Background: an optimization exercise with open tools, aiming at small area and a short achievable clock period. Do not read the settings as production practice.
The RTL was checked by simulation tests, not by an equivalence proof against the original design.
Power figures rest on the tool's default switching activity, not on a simulated workload.

## design.v

```verilog
module ddr2_cmd_responder #(
  parameter int BA_BITS      = 3,
  parameter int ADDR_BITS    = 13,
  parameter int DQ_BITS      = 16,
  parameter int DM_BITS      = 2,
  parameter int COL_IDX_BITS = 4
) (
  input  logic                 clk,
  input  logic                 rst,
  input  logic                 cke,
  input  logic                 cs_n,
  input  logic                 ras_n,
  input  logic                 cas_n,
  input  logic                 we_n,
  input  logic [BA_BITS-1:0]   ba,
  input  logic [ADDR_BITS-1:0] addr,
  input  logic [DQ_BITS-1:0]   dq_in,
  input  logic [DM_BITS-1:0]   dm,
  output logic [DQ_BITS-1:0]   dq_out,
  output logic                 dq_oe,
  output logic                 ready,
  output logic                 err,
  output logic [2:0]           err_code
);
  localparam int NBANK  = 1 << BA_BITS;
  localparam int NCOL   = 1 << COL_IDX_BITS;
  localparam int DEPTH  = NBANK * NCOL;
  localparam int BYTE_W = DQ_BITS / DM_BITS;
  logic cmd_v, c_mrs, c_ref, c_pre, c_act, c_rw;
  assign cmd_v = !cs_n && cke;
  assign c_mrs = cmd_v && !ras_n && !cas_n && !we_n;
  assign c_ref = cmd_v && !ras_n && !cas_n &&  we_n;
  assign c_pre = cmd_v && !ras_n &&  cas_n && !we_n;
  assign c_act = cmd_v && !ras_n &&  cas_n &&  we_n;
  assign c_rw  = cmd_v &&  ras_n && !cas_n;           
  logic ba0, mode_ok;
  assign ba0     = (ba == '0);
  assign mode_ok = (addr[6:4] == 3'd3 || addr[6:4] == 3'd4 || addr[6:4] == 3'd5)
                   && (addr[2:1] == 2'b01);
  logic pw_q, wm_q, rdy_q, wpa;
  assign wpa = !pw_q && !wm_q && !rdy_q;
  logic [1:0]       clm2_q;           
  logic             bl8_q;
  logic [NBANK-1:0] open_q;
  logic             busy_q, aact_q, rd_q, bbl8_q;
  logic [1:0]       wait_q;
  logic [2:0]       beat_q;
  logic [BA_BITS-1:0]      bank_q;
  logic [COL_IDX_BITS-1:0] start_q;
  logic             err_q;
  logic             ready_o, err_o;   
  logic [2:0]       code_q;
  logic             rv_q;             
  logic             rv2_q;            
  logic [DQ_BITS-1:0] rdat_q;         
  logic [NBANK-1:0][DM_BITS-1:0] wbank_n;   
  logic [NCOL-1:0]  col_n;            
  logic [DEPTH-1:0] rsel;             
  logic [DQ_BITS-1:0] wdata_q;
  logic             dq_oe_q;
  logic [DQ_BITS-1:0] dq_out_q;
  logic open_ba;
  assign open_ba = open_q[ba];
  logic e_ninit, e_mode, e_ref, e_act, e_closed, e_ovl, new_err;
  logic [2:0] new_code;
  assign e_ninit  = (c_ref || c_act || c_rw) && !rdy_q;
  assign e_mode   = c_mrs && ba0 && !mode_ok;
  assign e_ref    = c_ref && rdy_q && (|open_q);
  assign e_act    = c_act && rdy_q && open_ba;
  assign e_closed = c_rw && rdy_q && !open_ba;
  assign e_ovl    = c_rw && rdy_q && open_ba && busy_q;
  assign new_err  = e_ninit || e_mode || e_ref || e_act || e_closed || e_ovl;
  assign new_code = {e_ref || e_closed || e_ovl,
                     e_mode || e_act || e_ovl,
                     e_ninit || e_act || e_closed};
  logic accept, aev, last;
  logic [COL_IDX_BITS-1:0] mask, bcol;
  assign accept = c_rw && rdy_q && open_ba && !busy_q;
  assign aev    = aact_q && (wait_q == 2'd0);
  assign last   = (beat_q[1:0] == 2'b11) && (beat_q[2] || !bbl8_q);
  assign mask   = bbl8_q ? COL_IDX_BITS'(7) : COL_IDX_BITS'(3);
  assign bcol   = (start_q & ~mask) | ((start_q + COL_IDX_BITS'(beat_q)) & mask);
  always_ff @(posedge clk) begin
    if (rst) begin
      pw_q    <= 1'b1;
      wm_q    <= 1'b0;
      rdy_q   <= 1'b0;
      clm2_q  <= 2'd1;
      bl8_q   <= 1'b0;
      open_q  <= '0;
      busy_q  <= 1'b0;
      aact_q  <= 1'b0;
      err_q   <= 1'b0;
      code_q  <= 3'd0;
      ready_o <= 1'b0;
      err_o   <= 1'b0;
    end else begin
      pw_q  <= pw_q && !cke;
      wm_q  <= (wm_q && !(c_mrs && ba0)) || (wpa && c_pre && addr[10]);
      rdy_q <= rdy_q || (wm_q && c_mrs && ba0);
      ready_o <= ready_o || (wm_q && c_mrs && ba0);
      err_o   <= err_o || new_err;
      if (c_mrs && ba0 && mode_ok) begin
        clm2_q <= 2'(addr[6:4] - 3'd2);
        bl8_q  <= addr[0];
      end
      for (int b = 0; b < NBANK; b++) begin
        if (c_pre && (addr[10] || ba == BA_BITS'(b))) open_q[b] <= 1'b0;
        else if (c_act && rdy_q && ba == BA_BITS'(b)) open_q[b] <= 1'b1;
      end
      if (!busy_q) begin
        busy_q <= accept;
        aact_q <= accept;
      end else begin
        if (aev && last) aact_q <= 1'b0;
        if ((aev && last && !rd_q) || (!aact_q && !rv_q)) busy_q <= 1'b0;
      end
      if (!err_q) begin
        err_q  <= new_err;
        code_q <= new_code;
      end
    end
  end
  always_ff @(posedge clk) begin
    if (!busy_q) begin
      rd_q    <= we_n;
      bank_q  <= ba;
      start_q <= addr[COL_IDX_BITS-1:0];
      bbl8_q  <= bl8_q;
      wait_q  <= we_n ? clm2_q - 2'd1 : clm2_q;    
      beat_q  <= 3'd0;
    end else if (aact_q) begin
      if (wait_q != 2'd0) wait_q <= wait_q - 2'd1;
      else                beat_q <= beat_q + 3'd1;
    end
  end
  always_ff @(posedge clk) begin
    rv_q    <= aev && rd_q && !rst;
    for (int b = 0; b < NBANK; b++) begin
      for (int y = 0; y < DM_BITS; y++)
        wbank_n[b][y] <= !(aev && !rd_q && !rst && bank_q == BA_BITS'(b) && !dm[y]);
    end
    for (int c = 0; c < NCOL; c++) col_n[c] <= (bcol != COL_IDX_BITS'(c));
    for (int w = 0; w < DEPTH; w++)
      rsel[w] <= aev && rd_q && !rst && bank_q == BA_BITS'(w / NCOL) && bcol == COL_IDX_BITS'(w % NCOL);
    wdata_q <= dq_in;
  end
  logic [DEPTH-1:0][DQ_BITS-1:0] mem_q;
  logic [DEPTH-1:0][DM_BITS-1:0] wen;
  for (genvar w = 0; w < DEPTH; w++) begin : g_word
    for (genvar y = 0; y < DM_BITS; y++) begin : g_byte
      ddr2_nor2 u_we (.a(wbank_n[w / NCOL][y]), .b(col_n[w % NCOL]), .y(wen[w][y]));
      always_ff @(posedge clk)
        if (wen[w][y]) mem_q[w][y*BYTE_W +: BYTE_W] <= wdata_q[y*BYTE_W +: BYTE_W];
    end
  end
  localparam int N1 = (DEPTH + 2) / 3;       
  localparam int N2 = (N1 + 3) / 4;          
  localparam int N3 = (N2 + 3) / 4;          
  logic [DQ_BITS-1:0] rdat;
  for (genvar b = 0; b < DQ_BITS; b++) begin : g_bit
    logic [N1-1:0] l1;
    logic [N2-1:0] l2;
    logic [N3-1:0] l3;
    for (genvar g = 0; g < N1; g++) begin : g_l1
      if (3*g + 2 < DEPTH) begin : g_3
        ddr2_aoi222 u (.a0(rsel[3*g]),   .b0(mem_q[3*g][b]),
                       .a1(rsel[3*g+1]), .b1(mem_q[3*g+1][b]),
                       .a2(rsel[3*g+2]), .b2(mem_q[3*g+2][b]), .y(l1[g]));
      end else begin : g_2
        ddr2_aoi22 u (.a0(rsel[3*g]),   .b0(mem_q[3*g][b]),
                      .a1(rsel[3*g+1]), .b1(mem_q[3*g+1][b]), .y(l1[g]));
      end
    end
    for (genvar g = 0; g < N2; g++) begin : g_l2
      if (4*g + 3 < N1) begin : g_4
        ddr2_nand4 u (.a(l1[4*g]), .b(l1[4*g+1]), .c(l1[4*g+2]), .d(l1[4*g+3]), .y(l2[g]));
      end else begin : g_3
        ddr2_nand3 u (.a(l1[4*g]), .b(l1[4*g+1]), .c(l1[4*g+2]), .y(l2[g]));
      end
    end
    for (genvar g = 0; g < N3; g++) begin : g_l3
      if (4*g + 3 < N2) begin : g_4
        ddr2_nor4 u (.a(l2[4*g]), .b(l2[4*g+1]), .c(l2[4*g+2]), .d(l2[4*g+3]), .y(l3[g]));
      end else begin : g_3
        ddr2_nor3 u (.a(l2[4*g]), .b(l2[4*g+1]), .c(l2[4*g+2]), .y(l3[g]));
      end
    end
    assign rdat[b] = !(&l3);
  end
  always_ff @(posedge clk) begin
    if (rst) begin
      dq_oe_q  <= 1'b0;
      dq_out_q <= '0;
    end else begin
      dq_oe_q  <= rv2_q;
      dq_out_q <= rdat_q;
    end
  end
  always_ff @(posedge clk) begin
    rv2_q  <= rv_q && !rst;
    rdat_q <= rst ? '0 : rdat;
  end
  assign dq_out   = dq_out_q;
  assign dq_oe    = dq_oe_q;
  assign ready    = ready_o;
  assign err      = err_o;
  assign err_code = code_q;
endmodule
module ddr2_nor2 (input logic a, b, output logic y);
  assign y = !(a || b);
endmodule
module ddr2_aoi222 (input logic a0, b0, a1, b1, a2, b2, output logic y);
  assign y = !((a0 && b0) || (a1 && b1) || (a2 && b2));
endmodule
module ddr2_aoi22 (input logic a0, b0, a1, b1, output logic y);
  assign y = !((a0 && b0) || (a1 && b1));
endmodule
module ddr2_nand4 (input logic a, b, c, d, output logic y);
  assign y = !(a && b && c && d);
endmodule
module ddr2_nand3 (input logic a, b, c, output logic y);
  assign y = !(a && b && c);
endmodule
module ddr2_nor4 (input logic a, b, c, d, output logic y);
  assign y = !(a || b || c || d);
endmodule
module ddr2_nor3 (input logic a, b, c, output logic y);
  assign y = !(a || b || c);
endmodule
```

## run.sh

```bash
#!/bin/bash
# synth_recipe.tcl (not shown) runs the flow's synth.tcl, then flattens the netlist and writes it again
# the make line also repeats each setting of config.mk as NAME=value (left out here)
make -C /OpenROAD-flow-scripts/flow DESIGN_CONFIG=/design/flow/config.mk WORK_HOME=/design/flow/orfs CLKGATE_MAP_FILE= SYNTH_SCRIPT=/design/flow/synth_recipe.tcl finish
```

## config.mk

```make
export PLATFORM = sky130hd
export DESIGN_NAME = ddr2_cmd_responder
export DESIGN_NICKNAME = ddr2_cmd_responder
export VERILOG_FILES = /design/flow/design.v
export SDC_FILE = /design/flow/constraint.sdc
export NUM_CORES = 4
export LEC_CHECK = 0
export CAP_MARGIN = 0
export CORE_MARGIN = 2
export CORE_UTILIZATION = 50
export CTS_CLUSTER_DIAMETER = 70
export CTS_CLUSTER_SIZE = 30
export PLACE_DENSITY = 0.6
export SETUP_SLACK_MARGIN = 3.0
export SLEW_MARGIN = 0
export SYNTH_HIERARCHICAL = 1
export SYNTH_MINIMUM_KEEP_SIZE = 0
```

## constraint.sdc

```tcl
create_clock -name core_clock -period 5.5 [get_ports {clk}]
set_input_delay 1.1000 -clock core_clock [delete_from_list [all_inputs] [get_ports {clk}]]
set_output_delay 1.1000 -clock core_clock [all_outputs]
set_load 0.01 [all_outputs]
```

==> flow_metrics.env, run 1 <==
export IMPL_yosys_warnings=7
export IMPL_worstPathRequired_ns=6.14
export IMPL_place_gp_congestion=0.831
export IMPL_viasPerCell=6.72
export IMPL_fin_crit_sh_pct=47.7
export IMPL_dpl_hpwl_um=129000
export IMPL_setup_viol=0
export IMPL_worst_r2r_setup_slack_ns=2.88
export IMPL_async_flop_share_pct=0
export IMPL_placed_cell_area_um2=81400
export IMPL_die_h_um=399
export IMPL_ioPinCount=63
export IMPL_gr_total_overflow=0
export IMPL_reg2reg_to="rdat_q[7]"
export IMPL_syn_area_um2=78100
export IMPL_drt_antenna_violating_nets=0
export IMPL_dp_slack_ns=1.92
export IMPL_synth_edf_count=2059
export IMPL_diodes=0
export IMPL_synth_flop_cell="edfxtp_1"
export IMPL_clkPwrFrac_pct=35.1
export IMPL_grt_max_degree=90
export IMPL_power_switching_w=0.00629
export IMPL_combPwrFrac_pct=1.0
export IMPL_area_growth_pct=10.8
export IMPL_ff2ff_path_depth=4
export IMPL_ys_ff_latch=2295
export IMPL_fp_dieW_um=399
export IMPL_wl_per_cell_um=33.4
export IMPL_fin_skew_ns=0.0467
export IMPL_yosys_cell_types_count=57
export IMPL_cts_buffers_inserted=117
export IMPL_worstSetupEndpointType="register"
export IMPL_synth_fp_nets=3878
export IMPL_routed_wl_um=207000
export IMPL_crit_path_start_kind="register"
export IMPL_r2r_start="rsel[13]"
export IMPL_grtUsageTotal_pct=25.6
export IMPL_status="no timing/DRC/antenna violations"
export IMPL_first_global_vias=39068
export IMPL_clock_latency_ns=0.78
export IMPL_cts_max_level=3
export IMPL_coreArea_um2=156000
export IMPL_switching_share_pct=21.0
export IMPL_cts_sinks=2295
export IMPL_stdcell_area_um2=86500
export IMPL_dr_pass1_iters=7
export IMPL_holdPathStages=1
export IMPL_p_leak_nw=26.0
export IMPL_arrival_ns=3.26
export IMPL_cts_tree="built"
export IMPL_cp_max_fo=16
export IMPL_powerDensity_nw_per_um2=346
export IMPL_dp_cells=5955
export IMPL_dieArea_um2=159000
export IMPL_maxClockFrequency_ghz=0.382
export IMPL_rsz0062_at_grt="yes"
export IMPL_cts_reportedPaths_clkPinSlew_ns=0.09
export IMPL_ir_drop_mv=0.341
export IMPL_finalSetupTns_ns=0
export IMPL_final_max_slew_viol_count=0
export IMPL_min_period_ns=2.62
export IMPL_drcViolationCount=0
export IMPL_fp_row_count=145
export IMPL_grt_antenna_before_repair=6
export IMPL_drtIter0Drc=7594
export IMPL_worstHoldEndpoint="dq_out_q[5]"
export IMPL_grt_first_pass_wirelength_um=289000
export IMPL_cts_max_path_buffers=3
export IMPL_worstSetupPathType="register to register"
export IMPL_hold_start="rdat_q[5]"
export IMPL_setup_slack_ns=2.88
export IMPL_final_cells=6211
export IMPL_internal_power_w=0.0237
export IMPL_drv_cap=0
export IMPL_slew_headroom_pct=20.4
export IMPL_start_util_pct=50.2
export IMPL_syn_area_per_cell_um2=20.4
export IMPL_seqPwrFrac_pct=63.9
export IMPL_layout_drive_gt1_share_pct=11.2
export IMPL_ys_seq_area_share_pct=85.3
export IMPL_min_path_type="register to register"
export IMPL_synth_cells=3833
export IMPL_nNetsFinal=4096
export IMPL_tightest_slew_ns=1.19
export IMPL_cts_root_buffer="clkbuf_16"
export IMPL_power_w=0.0299
export IMPL_numPortBuffers=57
export IMPL_hold_viol=0
export IMPL_via_count=41763
==> Yosys stat by module, one instance, submodules excluded <==
module	area [um2]	cells inside	times used	flops+latches
ddr2_nor3	10.0	1	16	0
ddr2_aoi222	10.0	1	672	0
ddr2_aoi22	12.5	1	16	0
ddr2_nand3	5.00	1	16	0
ddr2_cmd_responder	68500	2665	1	2295
ddr2_nor4	12.5	1	32	0
ddr2_nor2	3.75	1	256	0
ddr2_nand4	6.26	1	160	0
==> power groups by stage <==
stage                      logic, W  registers, W  clock network, W
after global routing       0.000314        0.0191            0.0113
after CTS                  0.000290        0.0191            0.0107
final                      0.000301        0.0191            0.0105
after detailed placement   0.000280        0.0195                 0
after global placement     0.000272        0.0195                 0
after floorplan           0.0000416        0.0195                 0
==> sequential cells by signal, indices dropped and copies added, names as in the netlist, 2 cells and up <==
register  cells
wbank_n      16
start_q       4
bank_q        3
rdat_q       16
wdata_q      16
clm2_q        2
dq_out_q     16
beat_q        3
code_q        3
wait_q        2
mem_q      2048
open_q        8
col_n        16
rsel        128
==> logic make-up (layout without fill, tap and decap cells) <==
kind of cell | count (synthesis) | in the layout | share of synthesized area (%)
buf+inv | 36 | 356 | 0.178
compound gates | 753 | 753 | 9.47
flops | 2295 | 2295 | 85.3
xor+xnor | 7 | 7 | 0.0978
simple gates | 732 | 732 | 4.85
mux | 6 | 6 | 0.0785
fa+ha+maj | 4 | 4 | 0.0737
==> synth_stat cells (7+ instances only) <==
cell type | count | share of area, %
a211oi_1 | 8 | 0.077
a21o_1 | 7 | 0.067
a21oi_1 | 7 | 0.045
a222oi_1 | 672 | 8.6
a22oi_2 | 16 | 0.26
a31oi_1 | 23 | 0.18
clkbuf_1 | 19 | 0.091
dfxtp_1 | 236 | 6.1
edfxtp_1 | 2059 | 79
inv_1 | 11 | 0.053
nand2_1 | 35 | 0.17
nand3_1 | 25 | 0.16
nand3b_1 | 7 | 0.067
nand4_1 | 162 | 1.3
nor2_1 | 399 | 1.9
nor2b_1 | 27 | 0.22
nor3_2 | 17 | 0.22
nor4_2 | 32 | 0.51
==> through the flow <==
| stage | util [%] | hold slack, ns |
|---|---|---|
| after floorplan | - | 0.408 |
| after global placement | 52.3 | 0.418 |
| after detailed placement | 52.3 | 0.416 |
| after CTS | 55.3 | 0.437 |
| after global routing | 55.5 | 0.459 |
| final | 55.5 | 0.445 |
==> layout by cell type, fill, tap and decap left out, types with 18 or more instances in the layout <==
cell             synthesis  final
a31oi_1                 23     19
dfxtp_1                236    157
dfxtp_2                  0     55
edfxtp_1              2059   2059
nand3_1                 25     19
dfxtp_4                  0     24
nor2b_1                 27     27
clkbuf_16                0    123
clkdlybuf4s50_1          0     31
nand4_1                162    162
inv_6                    0     24
a222oi_1               672    672
nand2_1                 35     31
nor3_2                  17     18
nor2_1                 399    399
buf_4                    0     56
nor4_4                   0     23
==> what timing repair did <==
item                                   in CTS  in global routing
endpoints found under the hold margin       0                  0
buffers inserted                           11                 24
hold buffers                                0                  0
setup endpoints to repair                 177                133
resized for setup                         135                 49
pin swaps                                  44                 36
==> per-layer routing <==
layer / track usage [%] / share of wire (%) / vias up / routed length, um
met5: 0 / 0 / - / 0
met4: 8.94 / 3.4 / 0 / 7140
met3: 3.87 / 9.6 / 239 / 19900
met2: 39.4 / 47 / 2239 / 97200
met1: 37.5 / 40 / 21735 / 82800
li1: - / - / 17550 / -
==> how the worst max path moves through the flow <==
stage                           from         to  slack [ns]  cells after the start
after detailed placement     addr[5]      err_q        1.92                      6
final                       rsel[13]  rdat_q[7]        2.88                      4
after global placement       addr[5]      err_q        1.91                      6
after global routing      start_q[0]   rsel[82]        2.94                      6
after floorplan                 cs_n  clm2_q[1]        3.11                      5
after CTS                    ready_o      ready        2.64                      1
==> worst max-delay path, cell delays in order (launching register included) <==
cell and delay, ns:
dfxtp_1 0.54, a222oi_1 0.57, nand4_1 0.44, nor4_4 0.77
a31oi_1 0.16
==> layout make-up <==
cell class | instances | area (um2)
flip-flops and latches | 2295 | 66700
inverters | 12 | 45.0
clock inverters | 90 | 1090
multi-input cells | 1502 | 11800
fillers | 11787 | 69200
well taps | 2058 | 2570
repair buffers | 123 | 1140
clock buffers | 131 | 3120
==> run 2, diff against run 1 <==
--- a/design.v
+++ b/design.v
@@ -46,7 +46,7 @@
   logic [1:0]       wait_q;
   logic [2:0]       beat_q;
   logic [BA_BITS-1:0]      bank_q;
-  logic [COL_IDX_BITS-1:0] start_q;
+  logic [COL_IDX_BITS-1:0] bcol_q;    
   logic             err_q;
   logic             ready_o, err_o;   
   logic [2:0]       code_q;
@@ -74,12 +74,13 @@
                      e_mode || e_act || e_ovl,
                      e_ninit || e_act || e_closed};
   logic accept, aev, last;
-  logic [COL_IDX_BITS-1:0] mask, bcol;
+  logic [COL_IDX_BITS-1:0] mask, bcol, bnext;
   assign accept = c_rw && rdy_q && open_ba && !busy_q;
   assign aev    = aact_q && (wait_q == 2'd0);
   assign last   = (beat_q[1:0] == 2'b11) && (beat_q[2] || !bbl8_q);
   assign mask   = bbl8_q ? COL_IDX_BITS'(7) : COL_IDX_BITS'(3);
-  assign bcol   = (start_q & ~mask) | ((start_q + COL_IDX_BITS'(beat_q)) & mask);
+  assign bcol   = bcol_q;
+  assign bnext  = (bcol_q & ~mask) | ((bcol_q + COL_IDX_BITS'(1)) & mask);
   always_ff @(posedge clk) begin
     if (rst) begin
       pw_q    <= 1'b1;
@@ -125,13 +126,16 @@
     if (!busy_q) begin
       rd_q    <= we_n;
       bank_q  <= ba;
-      start_q <= addr[COL_IDX_BITS-1:0];
+      bcol_q  <= addr[COL_IDX_BITS-1:0];
       bbl8_q  <= bl8_q;
       wait_q  <= we_n ? clm2_q - 2'd1 : clm2_q;    
       beat_q  <= 3'd0;
     end else if (aact_q) begin
       if (wait_q != 2'd0) wait_q <= wait_q - 2'd1;
-      else                beat_q <= beat_q + 3'd1;
+      else begin
+        beat_q <= beat_q + 3'd1;
+        bcol_q <= bnext;
+      end
     end
   end
   always_ff @(posedge clk) begin
==> config.mk (replaced) <==
export PLATFORM = sky130hd
export DESIGN_NAME = ddr2_cmd_responder
export DESIGN_NICKNAME = ddr2_cmd_responder
export VERILOG_FILES = /design/flow/design.v
export SDC_FILE = /design/flow/constraint.sdc
export NUM_CORES = 4
export LEC_CHECK = 0
export CAP_MARGIN = 20
export CORE_MARGIN = 2
export CORE_UTILIZATION = 50
export CTS_CLUSTER_DIAMETER = 60
export CTS_CLUSTER_SIZE = 26
export PLACE_DENSITY = 0.6
export SETUP_SLACK_MARGIN = 3.0
export SLEW_MARGIN = 20
export SYNTH_HIERARCHICAL = 1
export SYNTH_MINIMUM_KEEP_SIZE = 0
==> flow_metrics.env, run 2 <==
export IMPL_final_cell_mix="edfxtp_1 (2059), a222oi_1 (672), nor2_1 (340), dfxtp_1 (180), nand4_1 (161)"
export IMPL_dieArea_um2=160000
export IMPL_fp_dieW_um=400
export IMPL_drv_cap=0
export IMPL_hold_viol=0
export IMPL_clock_latency_ns=0.81
export IMPL_cts_tree="built"
export IMPL_diodes=0
export IMPL_drtIter0Drc=7844
export IMPL_synth_fp_nets=3898
export IMPL_worstSetupEndpointType="register"
export IMPL_mostFrequentLayoutCell="edfxtp_1"
export IMPL_synth_compound_area_share_pct=9.46
export IMPL_grt_first_pass_wirelength_um=291000
export IMPL_ys_ff_latch=2295
export IMPL_via_count=41964
export IMPL_dr_pass1_iters=9
export IMPL_maxClockFrequency_ghz=0.377
export IMPL_synth_common_cells="edfxtp_1 (2059), a222oi_1 (672), nor2_1 (340)"
export IMPL_yosys_area_top_type="edfxtp_1"
export IMPL_routed_wl_um=209000
export IMPL_reg2reg_to="rdat_q[7]"
export IMPL_drt_antenna_violating_nets=0
export IMPL_layout_drive_gt1_share_pct=12.6
export IMPL_crit_path_cell_trace="buf_6 -> a222oi_1 -> nand4_1 -> nor4_4 -> a31oi_2"
export IMPL_first_global_vias=39765
export IMPL_cpMaxStageDelayCell="nor4_4"
export IMPL_fp_row_count=145
export IMPL_powerDensity_nw_per_um2=354
export IMPL_r2r_start="rsel[24]"
export IMPL_power_w=0.0308
export IMPL_place_gp_congestion=0.832
export IMPL_hold_start="bl8_q"
export IMPL_synth_edf_count=2059
export IMPL_coreArea_um2=156000
export IMPL_final_core_util_pct=55.7
export IMPL_synth_mux_area_share_pct=0.0670
export IMPL_rsz0062_at_grt="yes"
export IMPL_clkPwrFrac_pct=36.9
export IMPL_async_flop_share_pct=0
export IMPL_status="no timing/DRC/antenna violations"
export IMPL_yosys_cell_types_count=65
export IMPL_p_leak_nw=26.1
export IMPL_min_path_type="register to register"
export IMPL_synth_flop_cell="edfxtp_1"
export IMPL_largest_register="mem_q"
export IMPL_holdPathStages=0
export IMPL_min_period_ns=2.65
export IMPL_syn_area_um2=78400
export IMPL_tightest_slew_ns=1.18
export IMPL_ir_drop_mv=0.335
export IMPL_fin_crit_sh_pct=48.2
export IMPL_start_util_pct=50.3
export IMPL_drcViolationCount=0
export IMPL_synth_simple_area_share_pct=5.15
export IMPL_crit_path_max_incr_delay_ns=0.68
export IMPL_cts_sinks=2295
export IMPL_setup_viol=0
export IMPL_ff2ff_path_depth=5
export IMPL_dp_slack_ns=2.06
export IMPL_finalSetupTns_ns=0
export IMPL_cp_top_family="simple AND/OR/NAND/NOR gates"
export IMPL_grtUsageTotal_pct=25.9
export IMPL_reg_top3="mem_q x2048, rsel x128"
export IMPL_synth_area_leaders="edfxtp_1 (79%), a222oi_1 (8.6%), dfxtp_1 (6.0%), nor2_1 (1.6%), nand4_1 (1.3%)"
export IMPL_gr_total_overflow=0
export IMPL_top_layer="met5"
export IMPL_worstHoldEndpoint="bbl8_q"
export IMPL_ioPinCount=63
export IMPL_combPwrFrac_pct=0.9
export IMPL_area_growth_pct=10.8
export IMPL_path_buf_inv=1
export IMPL_worst_r2r_setup_slack_ns=2.85
export IMPL_yosysMostFrequentCell="edfxtp_1"
export IMPL_cts_buffers_inserted=135
export IMPL_viasPerCell=6.73
export IMPL_synth_xor_area_share_pct=0.0558
export IMPL_synthAdderAreaFrac_pct=0.0957
export IMPL_worstSetupPathType="register to register"
export IMPL_fin_skew_ns=0.0425
export IMPL_met1_length_um=83100
export IMPL_slew_headroom_pct=20.9
export IMPL_largest_reg_flops=2048
export IMPL_wl_per_cell_um=33.5
export IMPL_final_max_slew_viol_count=0
export IMPL_cts_root_buffer="clkbuf_16"
export IMPL_ys_seq_area_share_pct=84.9
export IMPL_synth_cells=3851
export IMPL_cts_max_level=4
export IMPL_worstPathRequired_ns=6.14
export IMPL_numPortBuffers=57
export IMPL_cts_reportedPaths_clkPinSlew_ns=0.09
export IMPL_synth_top_area_share_pct=78.8
export IMPL_syn_area_per_cell_um2=20.4
export IMPL_power_switching_w=0.00645
export IMPL_die_h_um=400
export IMPL_dpl_hpwl_um=131000
export IMPL_internal_power_w=0.0243
export IMPL_grt_antenna_before_repair=7
export IMPL_synth_top_family_by_area="compound AO/OA/AOI/OAI gates"
export IMPL_met3_length_um=21500
export IMPL_switching_share_pct=21.0
export IMPL_cts_max_path_buffers=3
export IMPL_nNetsFinal=4111
export IMPL_setup_slack_ns=2.85
export IMPL_cp_max_fo=6
export IMPL_crit_path_start_kind="register"
export IMPL_arrival_ns=3.29
export IMPL_seqPwrFrac_pct=62.2
export IMPL_yosys_warnings=7
export IMPL_dr_wl_met2_um=98700
export IMPL_grt_max_degree=89
[run 2: cell count changes in the layout (fill, tap and decap cells not counted), sizes merged, moves of 4 or more]
cell,delta
clkbuf,+27
buf,-16
inv,-14
nand2,+12
clkinvlp,+11
nor2,+9
clkinv,+7
clkdlybuf4s15,-6
nand3b,-6
o21ai,+4
[run 2: modules after synthesis (local to each module, per instance)]
module	cells	area, um2	flip-flops and latches
ddr2_nor2	1	3.75	0
ddr2_nand4	1	6.26	0
ddr2_aoi222	1	10.0	0
ddr2_cmd_responder	2683	68900	2295
ddr2_aoi22	1	12.5	0
ddr2_nor3	1	10.0	0
ddr2_nand3	1	5.00	0
ddr2_nor4	1	12.5	0
[run 2: how the worst max path moves through the flow]
stage	startpoint	to	slack, ns	depth (start not counted)
after floorplan	wdata_q[0]	mem_q[0]	3.15	0
final	rsel[24]	rdat_q[7]	2.85	5
after detailed placement	ba[1]	clm2_q[0]	2.06	6
after CTS	code_q[1]	err_code[1]	2.87	1
after global placement	ba[1]	clm2_q[0]	2.06	6
after global routing	rsel[24]	rdat_q[0]	2.85	5
[run 2: cell families (layout without fill, tap and decap cells)]
family / count (synthesis) / after routing
AOI/OAI and AO/OA: 755 / 755
xor gates and xnor gates: 5 / 5
adders and majority gates: 6 / 6
buffers and inverters: 39 / 365
DFF: 2295 / 2295
muxes: 5 / 5
and+or+nand+nor: 746 / 746
[run 2: layout make-up]
cell class                      instances  area [um2]
Clock buffer                          157        3650
Multi-Input combinational cell       1517       11900
Inverter                               13        48.8
Sequential cell                      2295       66700
Tap cell                             2058        2570
Timing Repair Buffer                  102         905
Fill cell                           11847       69100
Clock inverter                         93        1120
[run 2: metal layers]
layer,global-route usage [%],vias to the layer above
met2,40.2,2256
met5,0,-
met3,4.93,255
li1,-,17562
met4,7.65,2
met1,37.6,21889
[run 2: through the flow]
| step | hold WS [ns] | cell area, um2 | cells |
|---|---|---|---|
| final | 0.444 | 86900 | 6235 |
| after global routing | 0.464 | 86900 | 6235 |
| after floorplan | 0.408 | 78400 | 3851 |
| after global placement | 0.424 | 81700 | 5975 |
| after detailed placement | 0.423 | 81700 | 5975 |
| after CTS | 0.444 | 86800 | 6234 |
[run 2: timing repair]
item	CTS	global route
resized for setup	131	32
endpoints found under the hold margin	0	0
pin swaps	22	34
endpoints found under the setup margin	47	20
buffers inserted	9	0
hold buffers	0	0
[run 2: power groups by stage]
stage / Combinational [W] / Sequential, W / Clock (W)
after detailed placement: 0.000276 / 0.0195 / 0
after CTS: 0.000275 / 0.0191 / 0.0115
after floorplan: 0.0000482 / 0.0195 / 0
after global routing: 0.000300 / 0.0191 / 0.0121
after global placement: 0.000270 / 0.0195 / 0
final: 0.000289 / 0.0191 / 0.0113
==> run 3, diff against run 2 <==
--- a/design.v
+++ b/design.v
@@ -52,7 +52,6 @@
   logic [2:0]       code_q;
   logic             rv_q;             
   logic             rv2_q;            
-  logic [DQ_BITS-1:0] rdat_q;         
   logic [NBANK-1:0][DM_BITS-1:0] wbank_n;   
   logic [NCOL-1:0]  col_n;            
   logic [DEPTH-1:0] rsel;             
@@ -161,7 +160,7 @@
   localparam int N1 = (DEPTH + 2) / 3;       
   localparam int N2 = (N1 + 3) / 4;          
   localparam int N3 = (N2 + 3) / 4;          
-  logic [DQ_BITS-1:0] rdat;
+  logic [DQ_BITS-1:0][N3-1:0] l3_q;    
   for (genvar b = 0; b < DQ_BITS; b++) begin : g_bit
     logic [N1-1:0] l1;
     logic [N2-1:0] l2;
@@ -190,7 +189,7 @@
         ddr2_nor3 u (.a(l2[4*g]), .b(l2[4*g+1]), .c(l2[4*g+2]), .y(l3[g]));
       end
     end
-    assign rdat[b] = !(&l3);
+    always_ff @(posedge clk) l3_q[b] <= l3;
   end
   always_ff @(posedge clk) begin
     if (rst) begin
@@ -198,12 +197,11 @@
       dq_out_q <= '0;
     end else begin
       dq_oe_q  <= rv2_q;
-      dq_out_q <= rdat_q;
+      for (int b = 0; b < DQ_BITS; b++) dq_out_q[b] <= rv2_q && !(&l3_q[b]);
     end
   end
   always_ff @(posedge clk) begin
     rv2_q  <= rv_q && !rst;
-    rdat_q <= rst ? '0 : rdat;
   end
   assign dq_out   = dq_out_q;
   assign dq_oe    = dq_oe_q;
--- a/config.mk
+++ b/config.mk
@@ -5,13 +5,13 @@
 export SDC_FILE = /design/flow/constraint.sdc
 export NUM_CORES = 4
 export LEC_CHECK = 0
-export CAP_MARGIN = 20
+export CAP_MARGIN = 0
 export CORE_MARGIN = 2
 export CORE_UTILIZATION = 50
 export CTS_CLUSTER_DIAMETER = 60
 export CTS_CLUSTER_SIZE = 26
 export PLACE_DENSITY = 0.6
 export SETUP_SLACK_MARGIN = 3.0
-export SLEW_MARGIN = 20
+export SLEW_MARGIN = 0
 export SYNTH_HIERARCHICAL = 1
 export SYNTH_MINIMUM_KEEP_SIZE = 0
==> flow_metrics.env, run 3 <==
export IMPL_syn_area_um2=78700
export IMPL_synth_mux_area_share_pct=0.132
export IMPL_gr_total_overflow=0
export IMPL_crit_path_start_kind="register"
export IMPL_synthAdderAreaFrac_pct=0.0954
export IMPL_drtIter0Drc=8178
export IMPL_grtUsageTotal_pct=26.5
export IMPL_viasPerCell=6.80
export IMPL_fin_crit_sh_pct=46.0
export IMPL_hold_viol=0
export IMPL_placed_cell_area_um2=82100
export IMPL_largest_register="mem_q"
export IMPL_cts_sinks=2327
export IMPL_worstSetupEndpointType="register"
export IMPL_clock_latency_ns=0.82
export IMPL_switching_share_pct=20.8
export IMPL_synth_edf_count=2059
export IMPL_cts_reportedPaths_clkPinSlew_ns=0.10
export IMPL_stdcell_area_um2=86900
export IMPL_worst_r2r_setup_slack_ns=2.97
export IMPL_ioPinCount=63
export IMPL_arrival_ns=3.20
export IMPL_slew_headroom_pct=6.29
export IMPL_grt_antenna_before_repair=9
export IMPL_synth_compound_area_share_pct=9.40
export IMPL_finalSetupTns_ns=0
export IMPL_power_switching_w=0.00645
export IMPL_internal_power_w=0.0246
export IMPL_worstSetupPathType="register to register"
export IMPL_synth_top_family_by_area="compound AO/OA/AOI/OAI gates"
export IMPL_numPortBuffers=57
export IMPL_largest_reg_flops=2048
export IMPL_maxClockFrequency_ghz=0.395
export IMPL_dr_pass1_iters=8
export IMPL_cts_root_buffer="clkbuf_16"
export IMPL_cp_max_fo=16
export IMPL_grt_first_pass_wirelength_um=301000
export IMPL_min_period_ns=2.53
export IMPL_area_growth_pct=10.5
export IMPL_synth_fp_nets=3910
export IMPL_rsz0062_at_grt="yes"
export IMPL_synth_cells=3863
export IMPL_synth_area_leaders="edfxtp_1 (79%), a222oi_1 (8.6%), dfxtp_1 (6.8%), nor2_1 (1.9%), nand4_1 (1.3%)"
export IMPL_drv_cap=0
export IMPL_fp_dieW_um=401
export IMPL_combPwrFrac_pct=0.9
export IMPL_synth_flop_cell="edfxtp_1"
export IMPL_place_gp_congestion=0.835
export IMPL_mostFrequentLayoutCell="edfxtp_1"
export IMPL_final_cell_mix="edfxtp_1 (2059), a222oi_1 (672), nor2_1 (402), dfxtp_1 (215), nand4_1 (160)"
export IMPL_coreArea_um2=156000
export IMPL_seqPwrFrac_pct=62.4
export IMPL_yosys_area_top_type="edfxtp_1"
export IMPL_min_path_type="register to register"
export IMPL_syn_area_per_cell_um2=20.4
export IMPL_setup_viol=0
export IMPL_grt_max_degree=84
export IMPL_yosys_cell_types_count=63
export IMPL_start_util_pct=50.4
export IMPL_fin_skew_ns=0.0521
export IMPL_yosysMostFrequentCell="edfxtp_1"
export IMPL_drcViolationCount=0
export IMPL_drt_antenna_violating_nets=0
export IMPL_dpl_hpwl_um=133000
export IMPL_worstPathRequired_ns=6.16
export IMPL_nNetsFinal=4134
export IMPL_via_count=42562
export IMPL_final_max_slew_viol_count=0
export IMPL_status="no timing/DRC/antenna violations"
export IMPL_powerDensity_nw_per_um2=357
export IMPL_synth_xor_area_share_pct=0.0557
export IMPL_p_leak_nw=26.2
export IMPL_die_h_um=401
export IMPL_routed_wl_um=216000
export IMPL_synth_simple_area_share_pct=4.66
export IMPL_reg_top3="mem_q x2048, rsel x128, l3_q x48"
export IMPL_dieArea_um2=161000
export IMPL_synth_top_area_share_pct=78.6
export IMPL_cts_tree="built"
export IMPL_postCtsSetupBuffers=0
export IMPL_wl_per_cell_um=34.5
export IMPL_layout_drive_gt1_share_pct=10.7
export IMPL_first_global_vias=40101
export IMPL_cts_max_path_buffers=3
export IMPL_ir_drop_mv=0.298
export IMPL_cts_max_level=4
export IMPL_yosys_warnings=7
export IMPL_clkPwrFrac_pct=36.6
export IMPL_ys_seq_area_share_pct=85.4
export IMPL_cts_buffers_inserted=138
export IMPL_fp_row_count=145
export IMPL_ys_ff_latch=2327
export IMPL_synth_common_cells="edfxtp_1 (2059), a222oi_1 (672), nor2_1 (402)"
export IMPL_tightest_slew_ns=1.40
export IMPL_async_flop_share_pct=0
[run 3: cell types whose count changed in the layout (fill, tap and decap cells not counted), sizes merged, moves of 3 or more]
cell | previous run | this run
buf | 55 | 74
inv | 45 | 61
clkbuf | 159 | 155
nor2 | 408 | 403
o21bai | 0 | 3
clkinv | 43 | 33
nor2b | 30 | 12
clkinvlp | 13 | 9
a311oi | 0 | 3
dfxtp | 236 | 268
clkdlybuf4s15 | 11 | 0
diode | 0 | 5
[run 3: cell families after synthesis]
family | Yosys count
xor+xnor | 5
compound gates | 756
simple gates | 723
fa+ha+maj | 6
buf+inv | 40
flops | 2327
mux | 6
[run 3: path summary, 6_finish.rpt]
path	startpoint	endpoint	cells past startpoint
worst max-delay path	rsel[36]	l3_q[15]	3
worst min-delay path	l3_q[4]	dq_out_q[1]	1
worst max register to register	rsel[36]	l3_q[15]	3
worst min register to register	l3_q[4]	dq_out_q[1]	1
[run 3: critical path, stage by stage (launching register included)]
cell and delay, ns:
dfxtp_1 0.56, a222oi_1 0.59, nand4_1 0.62, nor4_4 0.61
[run 3: through the flow]
step | instances | setup slack, ns | hold slack (ns) | total power (W) | utilization, %
after floorplan | 3863 | 3.03 | 0.399 | 0.0198 | -
after global placement | 6005 | 2.12 | 0.411 | 0.0200 | 52.6
after detailed placement | 6005 | 2.10 | 0.413 | 0.0201 | 52.6
after CTS | 6253 | 2.87 | 0.422 | 0.0311 | 55.6
after global routing | 6253 | 2.95 | 0.436 | 0.0318 | 55.6
final | 6258 | 2.97 | 0.425 | 0.0310 | 55.6
[run 3: area by class of cell]
class / instances / area (um2)
flip-flops and latches: 2327 / 67300
clock inverters: 93 / 1030
multi-input cells: 1496 / 11400
diodes: 5 / 12.5
fillers: 11853 / 69300
inverters: 15 / 56.3
clock buffers: 155 / 3660
well taps: 2058 / 2570
repair buffers: 109 / 866
[run 3: power groups by stage]
stage / logic [W] / registers [W] / clock network, W
floorplan: 0.0000419 / 0.0197 / 0
global placement: 0.000277 / 0.0198 / 0
detailed placement: 0.000287 / 0.0198 / 0
CTS: 0.000287 / 0.0194 / 0.0115
global route: 0.000298 / 0.0194 / 0.0121
finish: 0.000288 / 0.0194 / 0.0114
[run 3: timing repair]
item                       4_1_cts  5_1_grt
setup endpoints to repair       61       91
resized for setup              128       11
pin swaps                        6        6
hold buffers                     0        0
hold endpoints to repair         0        0
[run 3: per-module statistics from Yosys (local to each module, per instance)]
module	cells inside	flops+latches	area [um2]	copies in the design
ddr2_nand3	1	0	5.00	16
ddr2_nor2	1	0	3.75	256
ddr2_nand4	1	0	6.26	160
ddr2_nor4	1	0	12.5	32
ddr2_nor3	1	0	10.0	16
ddr2_aoi22	1	0	12.5	16
ddr2_cmd_responder	2695	2327	69100	1
ddr2_aoi222	1	0	10.0	672
[run 3: metal layers]
| metal | global-route usage (%) | vias up | routed length, um |
|---|---|---|---|
| met5 | 0 | - | 0 |
| met4 | 7.93 | 0 | 6250 |
| met3 | 4.75 | 273 | 23000 |
| met2 | 41.5 | 2443 | 102000 |
| met1 | 38.3 | 22200 | 84800 |
| li1 | - | 17646 | - |
==> run 4, diff against run 3 <==
--- a/config.mk
+++ b/config.mk
@@ -7,10 +7,10 @@
 export LEC_CHECK = 0
 export CAP_MARGIN = 0
 export CORE_MARGIN = 2
-export CORE_UTILIZATION = 50
+export CORE_UTILIZATION = 56
 export CTS_CLUSTER_DIAMETER = 60
 export CTS_CLUSTER_SIZE = 26
-export PLACE_DENSITY = 0.6
+export PLACE_DENSITY = 0.66
 export SETUP_SLACK_MARGIN = 3.0
 export SLEW_MARGIN = 0
 export SYNTH_HIERARCHICAL = 1
==> flow_metrics.env, run 4 <==
export IMPL_yosys_area_top_type="edfxtp_1"
export IMPL_grt_max_degree=88
export IMPL_yosys_warnings=7
export IMPL_fillerInstances=9822
export IMPL_yosys_cell_types_count=63
export IMPL_start_util_pct=56.4
export IMPL_reg_top3="mem_q x2048, rsel x128, l3_q x48"
export IMPL_numPortBuffers=57
export IMPL_rsz0062_at_grt="yes"
export IMPL_cts_hold_buffers=0
export IMPL_fin_crit_sh_pct=46.4
export IMPL_tightest_slew_ns=1.25
export IMPL_grtUsageTotal_pct=28.6
export IMPL_cts_buffers_inserted=134
export IMPL_synth_top_area_share_pct=78.6
export IMPL_drt_antenna_violating_nets=0
export IMPL_hold_viol=0
export IMPL_first_global_vias=39749
export IMPL_setup_slack_ns=2.95
export IMPL_synth_common_cells="edfxtp_1 (2059), a222oi_1 (672), nor2_1 (402)"
export IMPL_synth_cells=3863
export IMPL_final_max_slew_viol_count=0
export IMPL_coreArea_um2=140000
export IMPL_synth_area_leaders="edfxtp_1 (79%), a222oi_1 (8.6%), dfxtp_1 (6.8%), nor2_1 (1.9%), nand4_1 (1.3%)"
export IMPL_synth_fp_nets=3910
export IMPL_finalSetupTns_ns=0
export IMPL_whs_ns=0.416
export IMPL_cts_max_level=4
export IMPL_place_gp_congestion=0.829
export IMPL_grt_first_pass_wirelength_um=288000
export IMPL_ys_seq_area_share_pct=85.4
export IMPL_clock_latency_ns=0.81
export IMPL_worstPathRequired_ns=6.13
export IMPL_cts_tree="built"
export IMPL_cts_sinks=2327
export IMPL_maxClockFrequency_ghz=0.392
export IMPL_dpl_hpwl_um=127000
export IMPL_crit_path_max_incr_delay_ns=0.82
export IMPL_powerDensity_nw_per_um2=356
export IMPL_mostFrequentLayoutCell="edfxtp_1"
export IMPL_fp_dieW_um=379
export IMPL_layout_drive_gt1_share_pct=10.1
export IMPL_ir_drop_mv=0.389
export IMPL_status="no timing/DRC/antenna violations"
export IMPL_syn_area_per_cell_um2=20.4
export IMPL_async_flop_share_pct=0
export IMPL_drcViolationCount=0
export IMPL_arrival_ns=3.18
export IMPL_yosysMostFrequentCell="edfxtp_1"
export IMPL_nNetsFinal=4122
export IMPL_grt_antenna_before_repair=11
export IMPL_ys_ff_latch=2327
export IMPL_setup_viol=0
export IMPL_dieArea_um2=143000
export IMPL_synth_flop_cell="edfxtp_1"
export IMPL_routed_wl_um=205000
export IMPL_path_buf_inv=1
export IMPL_largest_reg_flops=2048
export IMPL_min_period_ns=2.55
export IMPL_cts_max_path_buffers=3
export IMPL_cp_max_fo=16
export IMPL_via_count=42350
export IMPL_slew_headroom_pct=16.6
export IMPL_p_leak_nw=26.0
export IMPL_drv_cap=0
export IMPL_cts_root_buffer="clkbuf_16"
export IMPL_min_path_type="register to register"
export IMPL_wl_per_cell_um=33.8
export IMPL_die_h_um=379
export IMPL_final_cell_mix="edfxtp_1 (2059), a222oi_1 (672), nor2_1 (402), dfxtp_1 (218), nand4_1 (160)"
export IMPL_gr_total_overflow=0
export IMPL_ioPinCount=63
export IMPL_worstSetupEndpointType="register"
export IMPL_largest_register="mem_q"
export IMPL_crit_path_start_kind="register"
export IMPL_syn_area_um2=78700
export IMPL_cpMaxStageDelayCell="nor4_2"
export IMPL_dr_pass1_iters=10
export IMPL_dp_slack_ns=2.21
export IMPL_synth_edf_count=2059
export IMPL_area_growth_pct=9.82
export IMPL_cp_top_family="simple AND/OR/NAND/NOR gates"
export IMPL_fin_skew_ns=0.0367
export IMPL_viasPerCell=6.99
export IMPL_crit_path_cell_trace="buf_4 -> a222oi_1 -> nand4_1 -> nor4_2"
export IMPL_drtIter0Drc=8203
export IMPL_fp_row_count=137
export IMPL_cts_reportedPaths_clkPinSlew_ns=0.09
export IMPL_worstSetupPathType="register to register"
[run 4: cell count changes in the layout (fill, tap and decap cells not counted), sizes merged, moves of 4 or more]
cell      delta
diode        -4
buf          -8
inv          -8
clkinvlp     +4
[run 4: through the flow]
step           total power [W]  cell area [um2]  util (%)  cells
4_1_cts                 0.0308            86400      61.9   6058
5_1_grt                 0.0314            86400      61.9   6058
2_1_floorplan           0.0198            78700         -   3863
6_report                0.0307            86400      61.9   6059
3_5_place_dp            0.0200            81800      58.7   5814
3_3_place_gp            0.0200            81800      58.7   5814
[run 4: worst reg2reg max path, delay by kind of cell, from the launching register on]
family	cells	cell delay [ns]
flops	1	0.31
compound gates	1	0.60
buf+inv	1	0.20
simple gates	2	1.27
[run 4: layout make-up]
| class | instances | area (um2) | share of cell area [%] |
|---|---|---|---|
| sequential | 2327 | 67300 | 77.9 |
| multi-input combinational | 1496 | 11300 | 13.1 |
| clock buffer | 155 | 3630 | 4.21 |
| tap | 1876 | 2350 | 2.72 |
| clock inverter | 88 | 940 | 1.09 |
| timing repair buffer | 101 | 791 | 0.915 |
| inverter | 15 | 56.3 | 0.0652 |
| antenna | 1 | 2.50 | 0.00290 |
[run 4: what timing repair did]
action,in CTS,in global routing
buffers inserted,1,0
pin swaps,0,4
endpoints found under the setup margin,23,19
gates resized for setup,116,5
[run 4: final timing paths]
kind	from	endpoint	slack (ns)	cells after the start
max reg2reg	rsel[21]	l3_q[0]	2.95	4
max	rsel[21]	l3_q[0]	2.95	4
min reg2reg	l3_q[25]	dq_out_q[8]	0.42	1
min	l3_q[25]	dq_out_q[8]	0.42	1
[run 4: per-module statistics from Yosys, one instance, submodules excluded]
module / times used / flops+latches / cells inside
ddr2_cmd_responder: 1 / 2327 / 2695
ddr2_nor4: 32 / 0 / 1
ddr2_nor3: 16 / 0 / 1
ddr2_aoi22: 16 / 0 / 1
ddr2_nand4: 160 / 0 / 1
ddr2_nor2: 256 / 0 / 1
ddr2_aoi222: 672 / 0 / 1
ddr2_nand3: 16 / 0 / 1
[run 4: kinds of logic after synthesis]
| group | count (synthesis) | synth area share, % |
|---|---|---|
| AOI/OAI and AO/OA | 756 | 9.40 |
| xor gates and xnor gates | 5 | 0.0557 |
| adders and majority gates | 6 | 0.0954 |
| buffers and inverters | 40 | 0.239 |
| DFF | 2327 | 85.4 |
| muxes | 6 | 0.132 |
| and+or+nand+nor | 723 | 4.66 |
[run 4: routing by layer]
layer	up-vias	GRT usage, %	share of wire, %
li1	17591	-	-
met5	-	0	0.030
met2	2586	44.2	47
met1	21849	41.5	39
met3	314	5.57	11
met4	10	9.05	3.1
[run 4: report_power, final]
part	leakage [nW]	total, W	internal [W]	switching [W]
clock	2.21	0.0111	0.00524	0.00584
sequential	20.7	0.0194	0.0192	0.000172
combinational	3.12	0.000280	0.0000472	0.000233
==> run 5, diff against run 4 <==
--- a/design.v
+++ b/design.v
@@ -145,7 +145,7 @@
     end
     for (int c = 0; c < NCOL; c++) col_n[c] <= (bcol != COL_IDX_BITS'(c));
     for (int w = 0; w < DEPTH; w++)
-      rsel[w] <= aev && rd_q && !rst && bank_q == BA_BITS'(w / NCOL) && bcol == COL_IDX_BITS'(w % NCOL);
+      rsel[w] <= aev && rd_q && bank_q == BA_BITS'(w / NCOL) && bcol == COL_IDX_BITS'(w % NCOL);
     wdata_q <= dq_in;
   end
   logic [DEPTH-1:0][DQ_BITS-1:0] mem_q;
==> flow_metrics.env, run 5 <==
export IMPL_status="no timing/DRC/antenna violations"
export IMPL_viasPerCell=7.01
export IMPL_ys_seq_area_share_pct=85.5
export IMPL_largest_register="mem_q"
export IMPL_maxClockFrequency_ghz=0.400
export IMPL_path_buf_inv=0
export IMPL_cp_top_family="simple AND/OR/NAND/NOR gates"
export IMPL_fin_skew_ns=0.0348
export IMPL_synth_common_cells="edfxtp_1 (2059), a222oi_1 (672), nor2_1 (415)"
export IMPL_grt_antenna_before_repair=7
export IMPL_coreArea_um2=139000
export IMPL_worstSetupEndpointType="register"
export IMPL_hold_viol=0
export IMPL_cp_startpoint="rsel[0]"
export IMPL_first_global_vias=40240
export IMPL_drtIter0Drc=8386
export IMPL_power_w=0.0313
export IMPL_drt_antenna_violating_nets=0
export IMPL_ir_drop_mv=0.358
export IMPL_cp_depth=3
export IMPL_dp_cells=5826
export IMPL_p_leak_nw=26.2
export IMPL_min_path_type="register to register"
export IMPL_fp_dieW_um=379
export IMPL_yosys_warnings=7
export IMPL_synth_cells=3882
export IMPL_synth_fp_nets=3929
export IMPL_min_period_ns=2.50
export IMPL_worst_r2r_setup_slack_ns=3.00
export IMPL_fillerInstances=9592
export IMPL_start_util_pct=56.4
export IMPL_grt_first_pass_wirelength_um=290000
export IMPL_worstSetupPathType="register to register"
export IMPL_finalSetupTns_ns=0
export IMPL_yosys_area_top_type="edfxtp_1"
export IMPL_crit_path_cell_trace="a222oi_1 -> nand4_1 -> nor4_2"
export IMPL_yosys_cell_types_count=52
export IMPL_grtUsageTotal_pct=28.9
export IMPL_synth_flop_cell="edfxtp_1"
export IMPL_clock_latency_ns=0.81
export IMPL_place_gp_congestion=0.839
export IMPL_cts_reportedPaths_clkPinSlew_ns=0.09
export IMPL_cts_sinks=2327
export IMPL_grt_max_degree=92
export IMPL_whs_ns=0.412
export IMPL_syn_area_per_cell_um2=20.3
export IMPL_drcViolationCount=0
export IMPL_yosysMostFrequentCell="edfxtp_1"
export IMPL_tightest_slew_ns=1.27
export IMPL_drv_cap=0
export IMPL_ys_ff_latch=2327
export IMPL_ff2ff_path_depth=3
export IMPL_cts_buffers_inserted=138
export IMPL_reg_top3="mem_q x2048, rsel x128, l3_q x48"
export IMPL_cts_tree="built"
export IMPL_endpoint="l3_q[24]"
export IMPL_mostFrequentLayoutCell="edfxtp_1"
export IMPL_cts_root_buffer="clkbuf_16"
export IMPL_rsz0062_at_grt="yes"
export IMPL_slew_headroom_pct=15.1
export IMPL_async_flop_share_pct=0
export IMPL_cts_max_level=4
export IMPL_dieArea_um2=143000
export IMPL_nNetsFinal=4137
export IMPL_layout_drive_gt1_share_pct=10.1
export IMPL_routed_wl_um=208000
export IMPL_cpMaxStageDelayCell="a222oi_1"
export IMPL_fin_crit_sh_pct=45.5
export IMPL_area_growth_pct=10.3
export IMPL_worstPathRequired_ns=6.15
export IMPL_numPortBuffers=57
export IMPL_final_cell_mix="edfxtp_1 (2059), a222oi_1 (672), nor2_1 (415), dfxtp_1 (218), nand4_1 (162)"
export IMPL_reg2reg_to="l3_q[24]"
export IMPL_syn_area_um2=78600
export IMPL_crit_path_max_incr_delay_ns=0.77
export IMPL_crit_path_start_kind="register"
export IMPL_cp_max_fo=16
export IMPL_setup_viol=0
export IMPL_r2r_start="rsel[0]"
export IMPL_via_count=42590
export IMPL_final_cells=6076
export IMPL_powerDensity_nw_per_um2=361
export IMPL_cts_hold_buffers=0
export IMPL_synth_edf_count=2059
export IMPL_dr_pass1_iters=7
export IMPL_synth_top_area_share_pct=78.6
export IMPL_dpl_hpwl_um=128000
export IMPL_die_h_um=379
export IMPL_synth_area_leaders="edfxtp_1 (79%), a222oi_1 (8.6%), dfxtp_1 (6.8%), nor2_1 (2.0%), nand4_1 (1.3%)"
export IMPL_arrival_ns=3.15
export IMPL_ioPinCount=63
export IMPL_cts_max_path_buffers=3
export IMPL_fp_row_count=137
export IMPL_final_max_slew_viol_count=0
export IMPL_largest_reg_flops=2048
export IMPL_postCtsSetupBuffers=0
export IMPL_wl_per_cell_um=34.2
export IMPL_gr_total_overflow=0
run 5: cell types whose count changed after synthesis, sizes merged, moves of 5 or more:
cell	change
buf	-11
o21ai	+8
clkbuf	+14
a21oi	+8
a21o	-5
a31oi	-5
nor2	+12
a211oi	-6
run 5: cell type report:
type                    count  area (um2)  share of cell area (%)
diodes                      5        12.5                  0.0144
clock buffers             158        3760                    4.33
clock inverters            87        1110                    1.28
inverters                  14        52.6                  0.0606
multi-input cells        1513       11300                    13.1
flip-flops and latches   2327       67300                    77.6
well taps                1876        2350                    2.71
repair buffers             96         771                   0.889
run 5: through the flow:
| step | setup WS [ns] | util [%] | instance area, um2 |
|---|---|---|---|
| 6_report | 3.00 | 62.2 | 86700 |
| 5_1_grt | 2.89 | 62.2 | 86700 |
| 4_1_cts | 2.91 | 62.2 | 86700 |
| 3_5_place_dp | 2.21 | 58.7 | 81800 |
| 3_3_place_gp | 2.24 | 58.7 | 81800 |
| 2_1_floorplan | 3.04 | - | 78600 |
run 5: cells by family (layout without fill, tap and decap cells):
| group | after synthesis | count (layout) | share of synthesized area [%] |
|---|---|---|---|
| xor+xnor | 5 | 5 | 0.0557 |
| flops | 2327 | 2327 | 85.5 |
| buf+inv | 42 | 355 | 0.202 |
| compound gates | 754 | 754 | 9.35 |
| fa+ha+maj | 6 | 6 | 0.0955 |
| mux | 5 | 5 | 0.0653 |
| simple gates | 743 | 743 | 4.76 |
| other cells | 0 | 5 | 0 |
run 5: timing repair:
action,in CTS,in global routing
resized for setup,115,16
pin swaps,1,8
endpoints found under the setup margin,31,45
endpoints found under the hold margin,0,0
run 5: worst min path at each step:
stage                         from           end  slack [ns]  cells after the start
after floorplan            l3_q[1]   dq_out_q[0]        0.40                      1
after detailed placement  l3_q[37]  dq_out_q[12]        0.41                      1
final                     l3_q[37]  dq_out_q[12]        0.41                      1
after global placement    l3_q[43]  dq_out_q[14]        0.41                      1
after global routing      l3_q[32]  dq_out_q[10]        0.43                      1
after CTS                 l3_q[37]  dq_out_q[12]        0.41                      1
run 5: power by group:
group	total, W	internal (W)	switching, W
combinational	0.000290	0.0000471	0.000242
clock	0.0117	0.00578	0.00589
sequential	0.0193	0.0192	0.000162
run 5: per-layer routing:
metal / part of all wire, % / GRT usage (%)
met1: 38 / 40.9
met2: 47 / 44.8
met3: 12 / 6.79
met4: 3.1 / 9.09
met5: 0 / 0
run 5: modules after synthesis (local to each module, per instance), excerpt:
module | cells | area (um2)
ddr2_nor4 | 1 | 12.5
ddr2_nand4 | 1 | 6.26
ddr2_nor2 | 1 | 3.75
ddr2_nand3 | 1 | 5.00
ddr2_aoi222 | 1 | 10.0
ddr2_cmd_responder | 2714 | 69100
==> run 6, diff against run 5 <==
--- a/config.mk
+++ b/config.mk
@@ -7,10 +7,10 @@
 export LEC_CHECK = 0
 export CAP_MARGIN = 0
 export CORE_MARGIN = 2
-export CORE_UTILIZATION = 56
+export CORE_UTILIZATION = 50
 export CTS_CLUSTER_DIAMETER = 60
 export CTS_CLUSTER_SIZE = 26
-export PLACE_DENSITY = 0.66
+export PLACE_DENSITY = 0.6
 export SETUP_SLACK_MARGIN = 3.0
 export SLEW_MARGIN = 0
 export SYNTH_HIERARCHICAL = 1
==> flow_metrics.env, run 6 <==
export IMPL_drcViolationCount=0
export IMPL_rsz0062_at_grt="yes"
export IMPL_clock_latency_ns=0.82
export IMPL_yosysMostFrequentCell="edfxtp_1"
export IMPL_dp_cells=6028
export IMPL_first_global_vias=39738
export IMPL_drtIter0Drc=8295
export IMPL_ff2ff_path_depth=3
export IMPL_power_switching_w=0.00652
export IMPL_finalSetupTns_ns=0
export IMPL_synth_compound_area_share_pct=9.35
export IMPL_area_growth_pct=11.0
export IMPL_whs_ns=0.421
export IMPL_power_w=0.0315
export IMPL_fillerInstances=11796
export IMPL_viasPerCell=6.73
export IMPL_final_cell_mix="edfxtp_1 (2059), a222oi_1 (672), nor2_1 (414), dfxtp_1 (217), nand4_1 (162)"
export IMPL_fin_crit_sh_pct=45.1
export IMPL_gr_total_overflow=0
export IMPL_layout_drive_gt1_share_pct=10.7
export IMPL_seqPwrFrac_pct=61.5
export IMPL_synth_flop_cell="edfxtp_1"
export IMPL_cts_root_buffer="clkbuf_16"
export IMPL_min_period_ns=2.48
export IMPL_p_leak_nw=26.4
export IMPL_clkPwrFrac_pct=37.6
export IMPL_status="no timing/DRC/antenna violations"
export IMPL_numPortBuffers=57
export IMPL_synth_mux_area_share_pct=0.0653
export IMPL_start_util_pct=50.3
export IMPL_switching_share_pct=20.7
export IMPL_arrival_ns=3.14
export IMPL_reg2reg_to="l3_q[15]"
export IMPL_final_cells=6291
export IMPL_worstHoldEndpoint="dq_out_q[15]"
export IMPL_fp_dieW_um=401
export IMPL_powerDensity_nw_per_um2=361
export IMPL_mostFrequentLayoutCell="edfxtp_1"
export IMPL_synth_fp_nets=3929
export IMPL_dieArea_um2=160000
export IMPL_drv_cap=0
export IMPL_ys_ff_latch=2327
export IMPL_hold_start="l3_q[46]"
export IMPL_cts_tree="built"
export IMPL_dpl_hpwl_um=130000
export IMPL_min_path_type="register to register"
export IMPL_cts_buffers_inserted=139
export IMPL_hold_viol=0
export IMPL_worstSetupEndpointType="register"
export IMPL_slew_headroom_pct=15.4
export IMPL_yosys_area_top_type="edfxtp_1"
export IMPL_via_count=42334
export IMPL_cts_reportedPaths_clkPinSlew_ns=0.09
export IMPL_cp_max_fo=16
export IMPL_cts_max_level=4
export IMPL_fp_row_count=145
export IMPL_worstSetupPathType="register to register"
export IMPL_cts_sinks=2327
export IMPL_cts_max_path_buffers=3
export IMPL_grtUsageTotal_pct=25.9
export IMPL_synth_edf_count=2059
export IMPL_grt_max_degree=90
export IMPL_grt_first_pass_wirelength_um=296000
export IMPL_synth_top_family_by_area="compound AO/OA/AOI/OAI gates"
export IMPL_yosys_warnings=7
export IMPL_reg_top3="mem_q x2048, rsel x128, l3_q x48"
export IMPL_r2r_start="rsel[27]"
export IMPL_async_flop_share_pct=0
export IMPL_synth_xor_area_share_pct=0.0557
export IMPL_synth_common_cells="edfxtp_1 (2059), a222oi_1 (672), nor2_1 (415)"
export IMPL_wl_per_cell_um=33.6
export IMPL_synth_top_area_share_pct=78.6
export IMPL_ioPinCount=63
export IMPL_synthAdderAreaFrac_pct=0.0955
export IMPL_coreArea_um2=156000
export IMPL_crit_path_start_kind="register"
export IMPL_drt_antenna_violating_nets=0
export IMPL_grt_antenna_before_repair=7
export IMPL_internal_power_w=0.0250
export IMPL_routed_wl_um=211000
export IMPL_largest_register="mem_q"
export IMPL_die_h_um=401
export IMPL_synth_area_leaders="edfxtp_1 (79%), a222oi_1 (8.6%), dfxtp_1 (6.8%), nor2_1 (2.0%), nand4_1 (1.3%)"
export IMPL_syn_area_per_cell_um2=20.3
export IMPL_synth_simple_area_share_pct=4.76
export IMPL_largest_reg_flops=2048
export IMPL_dr_pass1_iters=7
export IMPL_combPwrFrac_pct=0.9
export IMPL_worst_r2r_setup_slack_ns=3.02
export IMPL_syn_area_um2=78600
export IMPL_tightest_slew_ns=1.27
export IMPL_synth_cells=3882
export IMPL_yosys_cell_types_count=52
export IMPL_ir_drop_mv=0.288
export IMPL_final_max_slew_viol_count=0
export IMPL_holdPathStages=1
export IMPL_ys_seq_area_share_pct=85.5
export IMPL_maxClockFrequency_ghz=0.403
export IMPL_nNetsFinal=4158
export IMPL_fin_skew_ns=0.0385
export IMPL_setup_viol=0
export IMPL_worstPathRequired_ns=6.16
export IMPL_place_gp_congestion=0.836
run 6: cell counts after synthesis:
Identical to the previous run, type by type.
run 6: power groups by stage:
| stage | logic [W] | clock network, W | registers (W) |
|---|---|---|---|
| detailed placement | 0.000270 | 0 | 0.0198 |
| global route | 0.000283 | 0.0126 | 0.0194 |
| global placement | 0.000265 | 0 | 0.0198 |
| floorplan | 0.0000375 | 0 | 0.0197 |
| finish | 0.000270 | 0.0118 | 0.0194 |
| CTS | 0.000269 | 0.0120 | 0.0194 |
run 6: Yosys stat by module, one instance, submodules excluded:
| module | cells inside | times used |
|---|---|---|
| ddr2_nand4 | 1 | 160 |
| ddr2_nor4 | 1 | 32 |
| ddr2_nand3 | 1 | 16 |
| ddr2_nor2 | 1 | 256 |
| ddr2_nor3 | 1 | 16 |
| ddr2_cmd_responder | 2714 | 1 |
| ddr2_aoi222 | 1 | 672 |
| ddr2_aoi22 | 1 | 16 |
run 6: metrics by stage:
| step | utilization (%) | setup slack (ns) | instance area, um2 |
|---|---|---|---|
| floorplan | - | 3.04 | 78600 |
| global placement | 52.6 | 2.24 | 82200 |
| detailed placement | 52.6 | 2.19 | 82200 |
| CTS | 55.8 | 2.84 | 87200 |
| global route | 55.9 | 2.94 | 87200 |
| finish | 55.9 | 3.02 | 87200 |
run 6: critical path, cell delays in order (launching register included):
cell and delay [ns]:
dfxtp_1 0.58, a222oi_1 0.62, nand4_1 0.57, nor4_4 0.54
run 6: timing repair:
item                                    in CTS  in global routing
endpoints found under the setup margin      32                 29
buffers inserted                             0                  0
gates resized for setup                    114                 15
hold buffers                                 0                  0
pin swaps                                    0                  6
run 6: kinds of logic (layout without fill, tap and decap cells):
group           count (synthesis)  after routing
xor+xnor                        5              5
flops                        2327           2327
other cells                     0              3
buf+inv                        42            390
simple gates                  743            743
mux                             5              5
fa+ha+maj                       6              6
compound gates                754            754
run 6: how the worst max path moves through the flow:
stage,startpoint,endpoint,slack (ns),depth (start not counted)
5_1_grt,wait_q[0],rsel[107],2.94,7
3_5_place_dp,ba[1],err_q,2.19,6
6_report,rsel[27],l3_q[15],3.02,3
2_1_floorplan,cas_n,code_q[1],3.04,5
4_1_cts,dq_out_q[15],dq_out[15],2.84,1
3_3_place_gp,ba[1],code_q[1],2.24,6
run 6: final cells by class:
cell class	count	area [um2]	share of cell area (%)
Antenna cell	3	7.51	0.00860
Sequential cell	2327	67300	77.1
Inverter	14	52.6	0.0602
Multi-Input combinational cell	1513	11400	13.0
Clock inverter	98	1200	1.38
Timing Repair Buffer	116	915	1.05
Clock buffer	162	3820	4.38
Tap cell	2058	2570	2.95
run 6: layer usage:
| layer | GRT usage [%] | wire (um) | vias up |
|---|---|---|---|
| met5 | 0 | 0 | - |
| met4 | 7.48 | 6030 | 0 |
| met3 | 4.83 | 20800 | 262 |
| met2 | 40.8 | 101000 | 2256 |
| met1 | 37.2 | 83900 | 22134 |
| li1 | - | - | 17682 |

## static timing again, ports no longer ideal
No port has a modelled driver above. Below, the same layouts with a new extraction and two added sets of constraints.
Step 1, drivers: a clkbuf_16 drives clk and a buf_2 each remaining input, both assumed.
Step 2 also shifts input and output timing later by t, the mid clock arrival at the registers, as if the neighbouring blocks saw the same clock.
Three values: ideal, step 1, step 2; two values: the first two.
run	t, ns	setup slack, ns	latest minus earliest clock arrival (ns)	worst data-port slew with drivers (ns)	pins driven straight from the clock port
run 1	0.852	2.879 / 2.879 / 2.362	0.056 / 0.056	0.16	1
run 2	0.863	2.850 / 2.850 / 2.222	0.044 / 0.045	0.13	1
run 3	0.875	2.968 / 2.918 / 2.179	0.065 / 0.065	0.05	1
run 4	0.868	2.950 / 2.947 / 2.205	0.042 / 0.042	0.05	1
run 5	0.867	2.999 / 2.991 / 2.257	0.040 / 0.040	0.04	1
run 6	0.887	3.018 / 2.961 / 2.259	0.040 / 0.039	0.04	1
After both steps setup and hold are still met in every run listed. For run 3, which loses most, drivers alone change the setup slack by -0.050 ns; drivers and shift together by -0.789 ns.
